This design comes from an exercise in tuning for small area on the open sky130 flow, not from production work. Only simulation tests tie the RTL to the original design; equivalence was not proved. Power figures rest on the tool's default switching activity, not on a simulated workload.

== violet ==
==> flow/design.v <==
`default_nettype none
package counter_pkg;
    localparam int CHAN_W = 6;                          
    localparam int LANE_W = 6;                          
    localparam logic [LANE_W-1:0] LANE_NONE = '1;       
    localparam int WB_ADR_W = 8;                        
    localparam int WB_DAT_W = 32;
    localparam logic [WB_ADR_W-1:0] ADDR_CTRL       = 8'h00;  
    localparam logic [WB_ADR_W-1:0] ADDR_STATUS     = 8'h01;  
    localparam logic [WB_ADR_W-1:0] ADDR_WINDOW     = 8'h02;  
    localparam logic [WB_ADR_W-1:0] ADDR_COUNT_BASE = 8'h10;  
    localparam logic [WB_ADR_W-1:0] ADDR_LUT_BASE   = 8'h40;  
    localparam logic [WB_DAT_W-1:0] DEFAULT_WINDOW = 32'd1000;
    typedef enum logic [1:0] {
        IDLE     = 2'd0,
        COUNT    = 2'd1,
        STOPPING = 2'd2                                 
    } ctrl_state_t;
endpackage
`default_nettype wire
`timescale 1ns/1ps
`default_nettype none
module tag_counter_top #(
    parameter int NUM_LANES = 4,
    parameter int COUNT_W   = 32
) (
    input  wire                              detector,
    input  wire                              arst_n_i,
    input  wire                              tag_valid_i,
    input  wire  [counter_pkg::CHAN_W-1:0]   tag_channel_i,
    input  wire                              wb_cyc_i,
    input  wire                              wb_stb_i,
    input  wire                              wb_we_i,
    input  wire  [counter_pkg::WB_ADR_W-1:0] wb_adr_i,
    input  wire  [counter_pkg::WB_DAT_W-1:0] wb_dat_i,
    output logic [counter_pkg::WB_DAT_W-1:0] wb_dat_o,
    output logic                             wb_ack_o,
    output logic [NUM_LANES*COUNT_W-1:0]     count_data_o,
    output logic                             count_valid_o
);
    localparam int DEPTH = 2 ** counter_pkg::CHAN_W;
    localparam int LW    = counter_pkg::LANE_W;
    logic wr_fire;
    logic start_req;
    logic stop_req;
    logic lut_we;
    logic win_we;
    always_ff @(posedge detector or negedge arst_n_i) begin
        if (!arst_n_i) wb_ack_o <= 1'b0;
        else           wb_ack_o <= wb_cyc_i && wb_stb_i && !wb_ack_o;
    end
    assign wr_fire   = wb_ack_o && wb_we_i;
    assign start_req = wr_fire && (wb_adr_i == 8'h00) && wb_dat_i[0];
    assign stop_req  = wr_fire && (wb_adr_i == 8'h00) && wb_dat_i[1];
    assign win_we    = wr_fire && (wb_adr_i == 8'h02);
    assign lut_we    = wr_fire && (wb_adr_i[7:6] == 2'b01);
    logic [DEPTH*LW-1:0] lut_n;                       
    logic [DEPTH-1:0] row_sel;                          
    logic [DEPTH-1:0] tag_sel;                          
    logic [DEPTH-1:0] ok;                               
    logic [DEPTH-1:0] rd_col   [LW];                    
    logic [DEPTH-1:0] tag_col  [2];                     
    logic [DEPTH-1:0] tag_okc;
    logic [LW-1:0]    lut_rd;
    logic             tag_hit;
    logic [1:0]       tag_lane;
    logic          clear_q;
    logic [LW-1:0] lut_wd;
    always_ff @(posedge detector or negedge arst_n_i) begin
        if (!arst_n_i) clear_q <= 1'b1;
        else           clear_q <= 1'b0;
    end
    assign lut_wd = clear_q ? '0 : ~wb_dat_i[LW-1:0];
    for (genvar i = 0; i < DEPTH; i++) begin : g_row
        assign row_sel[i] = (wb_adr_i[5:0] == i);
        assign tag_sel[i] = (tag_channel_i == i);
        assign ok[i]      = &lut_n[LW*i+2 +: LW-2];
        logic row_we;
        assign row_we = clear_q || (lut_we && row_sel[i]);
        always_ff @(posedge detector) begin
            if (row_we) lut_n[LW*i +: LW] <= lut_wd;
        end
        for (genvar b = 0; b < LW; b++) begin : g_bit
            assign rd_col[b][i] = row_sel[i] && lut_n[LW*i+b];
        end
        assign tag_col[0][i] = tag_sel[i] && lut_n[LW*i];
        assign tag_col[1][i] = tag_sel[i] && lut_n[LW*i+1];
        assign tag_okc[i]    = tag_sel[i] && ok[i];
    end
    for (genvar b = 0; b < LW; b++) begin : g_rd
        assign lut_rd[b] = ~|rd_col[b];
    end
    logic [LW-1:0] lut_rd_q;
    always_ff @(posedge detector) begin
        lut_rd_q <= lut_rd | {LW{clear_q}};
    end
    assign tag_hit     = tag_valid_i && !clear_q && |tag_okc;
    assign tag_lane[0] = ~|tag_col[0];
    assign tag_lane[1] = ~|tag_col[1];
    logic       hit_q;
    logic [1:0] hit_lane_q;
    always_ff @(posedge detector) begin
        hit_q      <= tag_hit;
        hit_lane_q <= tag_lane;
    end
    logic active_q;
    logic stopping_q;
    logic window_end;
    logic snap_seen_q;
    always_ff @(posedge detector or negedge arst_n_i) begin
        if (!arst_n_i) begin
            active_q   <= 1'b0;
            stopping_q <= 1'b0;
        end else if (!active_q) begin
            active_q   <= start_req;
        end else begin
            active_q   <= !(window_end && (stopping_q || stop_req));
            stopping_q <= !window_end && (stopping_q || stop_req);
        end
    end
    logic [31:0] window_q;
    logic [31:0] remain_q;                              
    logic [32:0] borrow;
    logic [31:0] remain_dec;
    logic        load;
    always_ff @(posedge detector or negedge arst_n_i) begin
        if (!arst_n_i)   window_q <= counter_pkg::DEFAULT_WINDOW;
        else if (win_we) window_q <= wb_dat_i;
    end
    assign borrow[0] = 1'b1;
    for (genvar i = 0; i < 32; i++) begin : g_dec
        assign remain_dec[i] = remain_q[i] ^ borrow[i];
        assign borrow[i+1]   = borrow[i] && !remain_q[i];
    end
    assign window_end = active_q && remain_q[0] && (remain_q[31:1] == '0);
    assign load       = (!active_q && start_req) || window_end;
    always_ff @(posedge detector) begin
        if (load) remain_q <= window_q;
        else      remain_q <= remain_dec;
    end
    logic [COUNT_W-1:0] acc_q  [NUM_LANES];
    logic [COUNT_W-1:0] snap_q [NUM_LANES];
    for (genvar l = 0; l < NUM_LANES; l++) begin : g_lane
        logic [COUNT_W:0]   carry;
        logic [COUNT_W-1:0] sum;
        assign carry[0] = hit_q && (hit_lane_q == l) && !(&acc_q[l]);
        for (genvar i = 0; i < COUNT_W; i++) begin : g_inc
            assign sum[i]     = acc_q[l][i] ^ carry[i];
            assign carry[i+1] = carry[i] && acc_q[l][i];
        end
        always_ff @(posedge detector) begin
            if (load) acc_q[l] <= '0;
            else      acc_q[l] <= sum;
        end
        always_ff @(posedge detector or negedge arst_n_i) begin
            if (!arst_n_i)       snap_q[l] <= '0;
            else if (window_end) snap_q[l] <= sum;
        end
        assign count_data_o[l*COUNT_W +: COUNT_W] = snap_q[l];
    end
    always_ff @(posedge detector or negedge arst_n_i) begin
        if (!arst_n_i) begin
            count_valid_o <= 1'b0;
            snap_seen_q   <= 1'b0;
        end else begin
            count_valid_o <= window_end;
            if (count_valid_o && !active_q) snap_seen_q <= 1'b1;
        end
    end
    logic       sel_lut;
    logic [3:0] sel_snap;
    logic       sel_status;
    logic       sel_window;
    assign sel_lut    = (wb_adr_i[7:6] == 2'b01);
    assign sel_status = (wb_adr_i == 8'h01);
    assign sel_window = (wb_adr_i == 8'h02);
    for (genvar l = 0; l < NUM_LANES; l++) begin : g_sel
        assign sel_snap[l] = (wb_adr_i == 8'h10 + l);
    end
    always_comb begin
        for (int b = 0; b < 32; b++) begin
            wb_dat_o[b] = (sel_snap[0] && snap_q[0][b]) || (sel_snap[1] && snap_q[1][b]) ||
                          (sel_snap[2] && snap_q[2][b]) || (sel_snap[3] && snap_q[3][b]) ||
                          (sel_window && window_q[b]);
        end
        for (int b = 0; b < LW; b++) begin
            wb_dat_o[b] = wb_dat_o[b] || (sel_lut && lut_rd_q[b]);
        end
        wb_dat_o[0] = wb_dat_o[0] || (sel_status && active_q);
        wb_dat_o[1] = wb_dat_o[1] || (sel_status && snap_seen_q);
    end
endmodule
`default_nettype wire
export LEC_CHECK = 0
export CAP_MARGIN = 5
export CORE_MARGIN = 2
export CORE_UTILIZATION = 60
export GPL_TIMING_DRIVEN = 0
export PLACE_DENSITY = 0.85
export SLEW_MARGIN = 5
create_clock -name core_clock -period 8.0 [get_ports {detector}]
standard.sh (not shown) runs the stock make flow with config.mk's settings and CLKGATE_MAP_FILE= SYNTH_SCRIPT=/design/flow/synth_recipe.tcl, a recipe that flattens the netlist after the stock synthesis.
==> flow/flow/run.sh <==
#!/bin/bash
# Layout flow: the standard ORFS layout with three changes
#  - synthesis maps logic with an area-oriented ABC script (flow/area.abc);
#    the registers come from the same steps as the standard synthesis
#  - port buffers are the smallest buffer cell
#  - clock tree synthesis inserts no dummy loads
# Each tool's full output stays in the ORFS log folder and in flow_*.log here.
set -euo pipefail
W=$PWD
F=$W/flow

# synthesis script: the standard flow's own, with abc's -script replaced
{
    echo "proc abc {args} {"
    echo "    set i [lsearch -exact \$args -script]"
    echo "    if {\$i >= 0} { lset args [expr {\$i + 1}] $F/area.abc }"
    echo "    yosys abc {*}\$args"
    echo "}"
    cat "$W/synth_recipe.tcl"
} > "$W/flow_synth.tcl"

CTS="-sink_clustering_enable -repair_clock_nets -sink_clustering_size 16 -sink_clustering_max_diameter 100 -dont_use_dummy_load -buf_list sky130_fd_sc_hd__clkbuf_8"

bash "$W/standard.sh" \
    "SYNTH_SCRIPT=$W/flow_synth.tcl" \
    "BUFFER_PORTS_ARGS=-buffer_cell sky130_fd_sc_hd__buf_1" \
    "CTS_ARGS=$CTS" \
    finish > "$W/flow_make.log" 2>&1
==> flow/flow/area.abc <==
&get -n
&st
&syn2
&dch
&nf -R 1000
&st
&syn2
&dch
&nf -R 1000
&put
--- input diff violet..zinc ---
Settings: swapping 5 for 10 in CAP_MARGIN; putting CTS_CLUSTER_DIAMETER at 150 where nothing was set; putting CTS_CLUSTER_SIZE at 25 where nothing was set; swapping 5 for 10 in SLEW_MARGIN.
Findings:
- zinc ended with every stage complete and zero timing, DRC or antenna violations.
- Higher first-pass GRT wire length goes to violet over zinc.
- Non-clock buffer count: zinc vs violet up about 2%
- Power essentially unchanged between zinc and violet.
- The final reports for zinc and violet show sum of net half-perimeters after detailed placement higher in the former.
- Comparing zinc and violet, routed wire length is higher on violet.
- Looking at zinc and violet, the leakage power total is a wash.
- First-iteration DRC count delta (zinc − violet): unfavourable
- Count of filler cells inserted in the layout of violet is on par with zinc.
- Changes observed in zinc relative to violet: placed instance count flat; end-of-flow core utilization went up by 0.18 points.

-- afterwards: timing with drivers on the ports --
Ports are ideal in the flow. The routed layouts listed here were re-timed in OpenROAD. Step 1 assumes that a clkbuf_16 drives the clock port and a buf_2 every other input. Step 2, shift: input delay + t, output delay - t, t = (earliest + latest rising clock arrival at the registers) / 2. This alone moves slack from input paths to output paths. Three values: ideal ports, drivers, drivers and shift; two values: the first two.
run | t (ns) | setup slack, ns | worst hold slack (ns)
violet | 0.742 | 0.319 / 0.319 / 0.319 | 0.494 / 0.494 / 0.494
zinc | 0.718 | 0.192 / 0.192 / 0.192 | 0.476 / 0.476 / 0.476
After both steps setup and hold are still met in every run listed.
